This design comes from an exercise in tuning for a short achievable clock period and few clock cycles on the open sky130 flow, not from production work. The RTL was checked by simulation tests, not by an equivalence proof against the original design. Power is estimated from default activity; no workload was simulated.

==> branch maple <==
==> flow/design.v <==
`default_nettype none
package cpu_pkg;
    typedef logic [31:0] word_t;       
    typedef logic [4:0]  reg_addr_t;   
    typedef logic [5:0]  opcode_t;     
    localparam opcode_t OP_RTYPE = 6'b000_000;
    localparam opcode_t OP_J     = 6'b000_010;
    localparam opcode_t OP_BEQ   = 6'b000_100;
    localparam opcode_t OP_BNE   = 6'b000_101;
    localparam opcode_t OP_ADDIU = 6'b001_001;
    localparam opcode_t OP_LW    = 6'b100_011;
    localparam opcode_t OP_SW    = 6'b101_011;
    localparam logic [5:0] FUNCT_ADDU = 6'b100_001;
    localparam logic [5:0] FUNCT_OR   = 6'b100_101;
    localparam logic [5:0] FUNCT_SLT  = 6'b101_010;
    typedef struct packed {
        opcode_t   op;
        reg_addr_t rs;
        reg_addr_t rt;
        logic [15:0] imm16;   
    } instr_t;
    typedef enum logic [1:0] {alu_add, alu_sub, alu_or, alu_slt} alu_op_e;
    typedef enum logic {src_a_pc, src_a_reg} src_a_e;
    typedef enum logic [1:0] {
        src_b_reg, src_b_four, src_b_imm, src_b_imm_shift
    } src_b_e;
    typedef enum logic [1:0] {pc_src_alu, pc_src_alu_out, pc_src_jump} pc_src_e;
    typedef struct packed {
        logic    pc_write;       
        logic    pc_write_beq;   
        logic    pc_write_bne;   
        logic    mem_read;
        logic    mem_write;
        logic    reg_write;
        logic    mem_to_reg;     
        logic    reg_dst_rd;     
        pc_src_e pc_src;
        alu_op_e alu_op;
        src_a_e  src_a;
        src_b_e  src_b;
    } ctrl_t;
endpackage
`default_nettype wire
`default_nettype none
module mips_cpu
#(
    parameter cpu_pkg::word_t reset_pc = '0
)
(
    input  wire logic  clk,
    input  wire logic  rst,
    input  cpu_pkg::word_t      instruction,   
    input  cpu_pkg::word_t      read_data,     
    output cpu_pkg::word_t      pc,
    output cpu_pkg::word_t      address,
    output cpu_pkg::word_t      write_data,
    output logic       mem_read,
    output logic       mem_write
);
    logic [31:0] pc_q;         
    logic        valid_d;
    logic        stall;        
    logic [31:0] ir_d;
    logic [31:0] pc_d;
    logic [31:0] pc4_d;
    logic        valid_e;
    logic [4:0]  rd_e;
    logic        lw_e, sw_e, beq_e, bne_e, j_e, or_e, slt_e;
    logic        fa_e, fb_e, fc_e;
    logic [31:0] a_e, b_e, c_e;
    logic [31:0] tgt_e;
    logic [31:0] seq_e;
    logic [4:0]  rd_m;
    logic        lw_m;
    logic        sw_m;
    logic [31:0] res_m;
    logic [31:0] sd_m;
    logic [4:0]  rd_w;
    logic [31:0] val_w;
    logic [31:0] regs [32];
    logic [31:0] rvalid;
    logic        mispredict;
    assign pc = pc_q;
    logic [5:0]  f_op;
    logic [4:0]  f_rs, f_rt;
    logic        f_j, f_beq, f_bne, f_pred;
    logic        f_use_rs, f_use_rt;
    logic [9:0]  f_boff;
    logic [31:0] f_tgt;
    logic [31:0] pc_plus4;
    logic        f_hazard;
    logic [31:0] redir_pc;
    assign f_op  = instruction[31:26];
    assign f_rs  = instruction[25:21];
    assign f_rt  = instruction[20:16];
    assign f_j   = (f_op == cpu_pkg::OP_J);
    assign f_beq = (f_op == cpu_pkg::OP_BEQ);
    assign f_bne = (f_op == cpu_pkg::OP_BNE);
    assign f_pred = f_j | (f_beq & (f_rs == f_rt)) | (f_bne & (f_rs != f_rt));
    assign f_use_rs = (f_op == cpu_pkg::OP_RTYPE) | (f_op == cpu_pkg::OP_ADDIU)
                    | (f_op == cpu_pkg::OP_LW) | (f_op == cpu_pkg::OP_SW)
                    | f_beq | f_bne;
    assign f_use_rt = (f_op == cpu_pkg::OP_RTYPE) | (f_op == cpu_pkg::OP_SW)
                    | f_beq | f_bne;
    assign f_boff = pc[11:2] + instruction[9:0] + 10'd1;
    assign f_tgt  = f_j ? {pc[31:28], instruction[25:0], 2'b00}
                        : {pc[31:12], f_boff, 2'b00};
    assign pc_plus4 = pc + 32'd4;
    assign f_hazard = valid_d & (ir_d[31:26] == cpu_pkg::OP_LW) & (ir_d[20:16] != 5'd0)
                    & ((f_use_rs & (f_rs == ir_d[20:16])) | (f_use_rt & (f_rt == ir_d[20:16])));
    always_ff @(posedge clk)
    begin
        if (rst)
        begin
            pc_q  <= reset_pc;
            stall <= 1'b0;
        end
        else
        begin
            if (mispredict)
                pc_q <= redir_pc;
            else if (stall)
                pc_q <= pc_q;
            else if (f_pred)
                pc_q <= f_tgt;
            else
                pc_q <= pc_plus4;
            stall <= ~mispredict & ~stall & f_hazard;
        end
    end
    always_ff @(posedge clk)
    begin
        if (rst | mispredict)
            valid_d <= 1'b0;
        else if (~stall)
            valid_d <= 1'b1;
        if (~stall)
        begin
            ir_d   <= instruction;
            pc_d   <= pc;
            pc4_d  <= pc_plus4;
        end
    end
    logic [5:0]  d_op;
    logic [4:0]  d_rs, d_rt, d_rd;
    logic [5:0]  d_funct;
    logic [31:0] d_imm;
    logic        d_rtype, d_addiu, d_lw, d_sw, d_beq, d_bne, d_j;
    logic [4:0]  d_dest;
    logic        d_use_imm;
    logic [31:0] d_tgt;
    logic [31:0] rs_val, rt_val;
    logic        d_go;
    assign d_op    = ir_d[31:26];
    assign d_rs    = ir_d[25:21];
    assign d_rt    = ir_d[20:16];
    assign d_rd    = ir_d[15:11];
    assign d_funct = ir_d[5:0];
    assign d_imm   = {{16{ir_d[15]}}, ir_d[15:0]};
    assign d_rtype = (d_op == cpu_pkg::OP_RTYPE);
    assign d_addiu = (d_op == cpu_pkg::OP_ADDIU);
    assign d_lw    = (d_op == cpu_pkg::OP_LW);
    assign d_sw    = (d_op == cpu_pkg::OP_SW);
    assign d_beq   = (d_op == cpu_pkg::OP_BEQ);
    assign d_bne   = (d_op == cpu_pkg::OP_BNE);
    assign d_j     = (d_op == cpu_pkg::OP_J);
    assign d_dest    = d_rtype ? d_rd : ((d_addiu | d_lw) ? d_rt : 5'd0);
    assign d_use_imm = d_addiu | d_lw | d_sw;
    assign d_tgt = d_j ? {pc4_d[31:28], ir_d[25:0], 2'b00}
                       : (pc4_d + {d_imm[29:0], 2'b00});
    logic [31:0] rf_rs, rf_rt;
    assign rf_rs = rvalid[d_rs] ? regs[d_rs] : 32'd0;
    assign rf_rt = rvalid[d_rt] ? regs[d_rt] : 32'd0;
    always_comb
    begin
        if ((rd_m != 5'd0) && (rd_m == d_rs))
            rs_val = lw_m ? read_data : res_m;
        else if ((rd_w != 5'd0) && (rd_w == d_rs))
            rs_val = val_w;
        else
            rs_val = rf_rs;
        if ((rd_m != 5'd0) && (rd_m == d_rt))
            rt_val = lw_m ? read_data : res_m;
        else if ((rd_w != 5'd0) && (rd_w == d_rt))
            rt_val = val_w;
        else
            rt_val = rf_rt;
    end
    assign d_go = valid_d & ~stall & ~mispredict;
    always_ff @(posedge clk)
    begin
        if (rst | ~d_go)
        begin
            valid_e <= 1'b0;
            rd_e    <= 5'd0;
            lw_e    <= 1'b0;
            sw_e    <= 1'b0;
            beq_e   <= 1'b0;
            bne_e   <= 1'b0;
            j_e     <= 1'b0;
        end
        else
        begin
            valid_e <= 1'b1;
            rd_e    <= d_dest;
            lw_e    <= d_lw;
            sw_e    <= d_sw;
            beq_e   <= d_beq;
            bne_e   <= d_bne;
            j_e     <= d_j;
        end
        or_e  <= d_rtype & (d_funct == cpu_pkg::FUNCT_OR);
        slt_e <= d_rtype & (d_funct == cpu_pkg::FUNCT_SLT);
        fa_e  <= (rd_e != 5'd0) & (rd_e == d_rs);
        fb_e  <= (rd_e != 5'd0) & (rd_e == d_rt) & ~d_use_imm;
        fc_e  <= (rd_e != 5'd0) & (rd_e == d_rt);
        a_e   <= rs_val;
        b_e   <= d_use_imm ? d_imm : rt_val;
        c_e   <= rt_val;
        tgt_e <= d_tgt;
        seq_e <= pc4_d;
    end
    logic [31:0] op_a, op_b, op_c;
    logic [31:0] alu;
    logic        eq, taken, hit_t, hit_s;
    assign op_a = fa_e ? res_m : a_e;
    assign op_b = fb_e ? res_m : b_e;
    assign op_c = fc_e ? res_m : c_e;
    always_comb
    begin
        if (or_e)
            alu = op_a | op_b;
        else if (slt_e)
            alu = ($signed(op_a) < $signed(op_b)) ? 32'd1 : 32'd0;
        else
            alu = op_a + op_b;
    end
    assign eq    = (op_a == op_c);
    assign taken = j_e | (beq_e & eq) | (bne_e & ~eq);
    assign hit_t = valid_d & (tgt_e == pc_d);
    assign hit_s = valid_d & (seq_e == pc_d);
    assign mispredict = valid_e & (taken ? ~hit_t : ~hit_s);
    assign redir_pc   = taken ? tgt_e : seq_e;
    always_ff @(posedge clk)
    begin
        if (rst)
        begin
            rd_m <= 5'd0;
            lw_m <= 1'b0;
            sw_m <= 1'b0;
        end
        else
        begin
            rd_m <= rd_e;
            lw_m <= lw_e;
            sw_m <= sw_e;
        end
        res_m <= alu;
        sd_m  <= op_c;
    end
    assign address    = res_m;
    assign write_data = sd_m;
    assign mem_read   = lw_m;
    assign mem_write  = sw_m;
    always_ff @(posedge clk)
    begin
        if (rst)
            rd_w <= 5'd0;
        else
            rd_w <= rd_m;
        val_w <= lw_m ? read_data : res_m;
    end
    always_ff @(posedge clk)
    begin
        if (rd_w != 5'd0)
            regs[rd_w] <= val_w;
    end
    always_ff @(posedge clk)
    begin
        if (rst)
            rvalid <= '0;
        else if (rd_w != 5'd0)
            rvalid[rd_w] <= 1'b1;
    end
endmodule
`default_nettype wire
==> flow/flow/run.sh <==
#!/bin/bash
set -o pipefail
MARGIN=${MARGIN:-7}
bash standard.sh SETUP_SLACK_MARGIN=$MARGIN finish > flow_standard.log 2>&1
==> flow/standard.sh <==
#!/bin/bash
# synth_recipe.tcl (not shown) runs the flow's synth.tcl, then flattens the netlist and writes it again
# the make line also repeats each setting of config.mk as NAME=value (left out here)
make -C /OpenROAD-flow-scripts/flow DESIGN_CONFIG=/design/flow/config.mk WORK_HOME=/design/flow/orfs CLKGATE_MAP_FILE= SYNTH_SCRIPT=/design/flow/synth_recipe.tcl "${@:-finish}"
==> flow/config.mk <==
export PLATFORM = sky130hd
export DESIGN_NAME = mips_cpu
export DESIGN_NICKNAME = mips_cpu
export VERILOG_FILES = /design/flow/design.v
export SDC_FILE = /design/flow/constraint.sdc
export NUM_CORES = 4
export LEC_CHECK = 0
export ABC_CLOCK_PERIOD_IN_PS = 2500
export CAP_MARGIN = 20
export CORE_MARGIN = 2
export CORE_UTILIZATION = 40
export SETUP_SLACK_MARGIN = 5
export SLEW_MARGIN = 20
==> flow/constraint.sdc <==
create_clock -name core_clock -period 10.0 [get_ports {clk}]
set_input_delay 2.0000 -clock core_clock [delete_from_list [all_inputs] [get_ports {clk}]]
set_output_delay 2.0000 -clock core_clock [all_outputs]
set_load 0.01 [all_outputs]
==> inputs of branch fjord, as changes to branch maple <==
--- a/flow/design.v
+++ b/flow/design.v
@@ -69,2 +69,3 @@
     logic        fa_e, fb_e, fc_e;
+    logic        fl_e;           
     logic [31:0] a_e, b_e, c_e;
@@ -87,3 +88,3 @@
     logic        f_use_rs, f_use_rt;
-    logic [9:0]  f_boff;
+    logic [7:0]  f_boff;
     logic [31:0] f_tgt;
@@ -102,7 +103,6 @@
                     | f_beq | f_bne;
-    assign f_use_rt = (f_op == cpu_pkg::OP_RTYPE) | (f_op == cpu_pkg::OP_SW)
-                    | f_beq | f_bne;
-    assign f_boff = pc[11:2] + instruction[9:0] + 10'd1;
+    assign f_use_rt = (f_op == cpu_pkg::OP_RTYPE) | f_beq | f_bne;
+    assign f_boff = pc[9:2] + instruction[7:0] + 8'd1;
     assign f_tgt  = f_j ? {pc[31:28], instruction[25:0], 2'b00}
-                        : {pc[31:12], f_boff, 2'b00};
+                        : {pc[31:10], f_boff, 2'b00};
     assign pc_plus4 = pc + 32'd4;
@@ -110,2 +110,6 @@
                     & ((f_use_rs & (f_rs == ir_d[20:16])) | (f_use_rt & (f_rt == ir_d[20:16])));
+    logic [31:0] pc_alt;         
+    logic        f_take;
+    assign pc_alt = mispredict ? redir_pc : (stall ? pc_q : pc_plus4);
+    assign f_take = f_pred & ~mispredict & ~stall;
     always_ff @(posedge clk)
@@ -119,10 +123,3 @@
         begin
-            if (mispredict)
-                pc_q <= redir_pc;
-            else if (stall)
-                pc_q <= pc_q;
-            else if (f_pred)
-                pc_q <= f_tgt;
-            else
-                pc_q <= pc_plus4;
+            pc_q <= f_take ? f_tgt : pc_alt;
             stall <= ~mispredict & ~stall & f_hazard;
@@ -215,3 +212,4 @@
         fb_e  <= (rd_e != 5'd0) & (rd_e == d_rt) & ~d_use_imm;
-        fc_e  <= (rd_e != 5'd0) & (rd_e == d_rt);
+        fc_e  <= (rd_e != 5'd0) & (rd_e == d_rt) & ~lw_e;
+        fl_e  <= (rd_e != 5'd0) & (rd_e == d_rt) & lw_e;
         a_e   <= rs_val;
@@ -237,7 +235,16 @@
     end
-    assign eq    = (op_a == op_c);
-    assign taken = j_e | (beq_e & eq) | (bne_e & ~eq);
+    logic        q00, q10, q01;
+    logic        t_eq, t_ne, mis_eq, mis_ne;
+    assign q00 = (a_e == c_e);
+    assign q10 = (res_m == c_e);
+    assign q01 = (a_e == res_m);
+    assign eq  = fa_e ? (fc_e | q10) : (fc_e ? q01 : q00);
     assign hit_t = valid_d & (tgt_e == pc_d);
     assign hit_s = valid_d & (seq_e == pc_d);
-    assign mispredict = valid_e & (taken ? ~hit_t : ~hit_s);
+    assign t_eq   = j_e | beq_e;
+    assign t_ne   = j_e | bne_e;
+    assign mis_eq = valid_e & (t_eq ? ~hit_t : ~hit_s);
+    assign mis_ne = valid_e & (t_ne ? ~hit_t : ~hit_s);
+    assign taken      = eq ? t_eq : t_ne;
+    assign mispredict = eq ? mis_eq : mis_ne;
     assign redir_pc   = taken ? tgt_e : seq_e;
@@ -258,3 +265,3 @@
         res_m <= alu;
-        sd_m  <= op_c;
+        sd_m  <= fl_e ? read_data : op_c;
     end
CTS_CLUSTER_DIAMETER = 100   (was unset)
CTS_CLUSTER_SIZE = 30   (was unset)
==> comparison <==
- In branch maple the power is larger than in branch fjord, by about 25%.
- Count of clock-buffer cells in the layout: branch maple is higher than branch fjord (127).
- Global-route usage: branch fjord is lower than branch maple (1.2 points).
- Between branch fjord and branch maple, the lower clock power is in branch fjord (gap 47%, measured against branch maple).
- Combinational power is about the same in branch maple and branch fjord.
- In branch fjord the sequential share of layout area is higher than in branch maple, by 1.7 points.
Testbench counts of branch maple, summed over its fixed seeds: cycles 44,571.
Testbench counts of branch fjord, summed over its fixed seeds: cycles 44,478.

## afterwards: timing with drivers on the ports
The results above use ideal ports. As a check the final layouts listed here were re-extracted and re-timed, cells and wires unchanged.
Step 1 assumes that a clkbuf_16 drives the clock port and a buf_2 every other input.
Step 2 adds t to the input delays and takes it off the output delays; t is the mean of the earliest and latest rising clock arrival at the registers after step 1. Input paths then give back, and output paths get back, about the clock's delay inside the block.
Three values: ideal ports, drivers, drivers and shift; two values: the first two.
run | shift t [ns] | slack for setup (ns) | worst setup path at the end | slew at the worst register clock pin (ns) | worst data-port slew with drivers (ns)
branch maple | 0.905 | 6.417 / 6.454 / 5.553 | input to register | 0.07 / 0.07 | 0.06
branch fjord | 0.829 | 6.512 / 6.512 / 5.735 | input to register | 0.12 / 0.12 | 0.15
After both steps every run listed still meets setup and hold. The setup slack of branch maple, which loses most, moves by +0.037 ns with the drivers and by -0.864 ns with both steps.
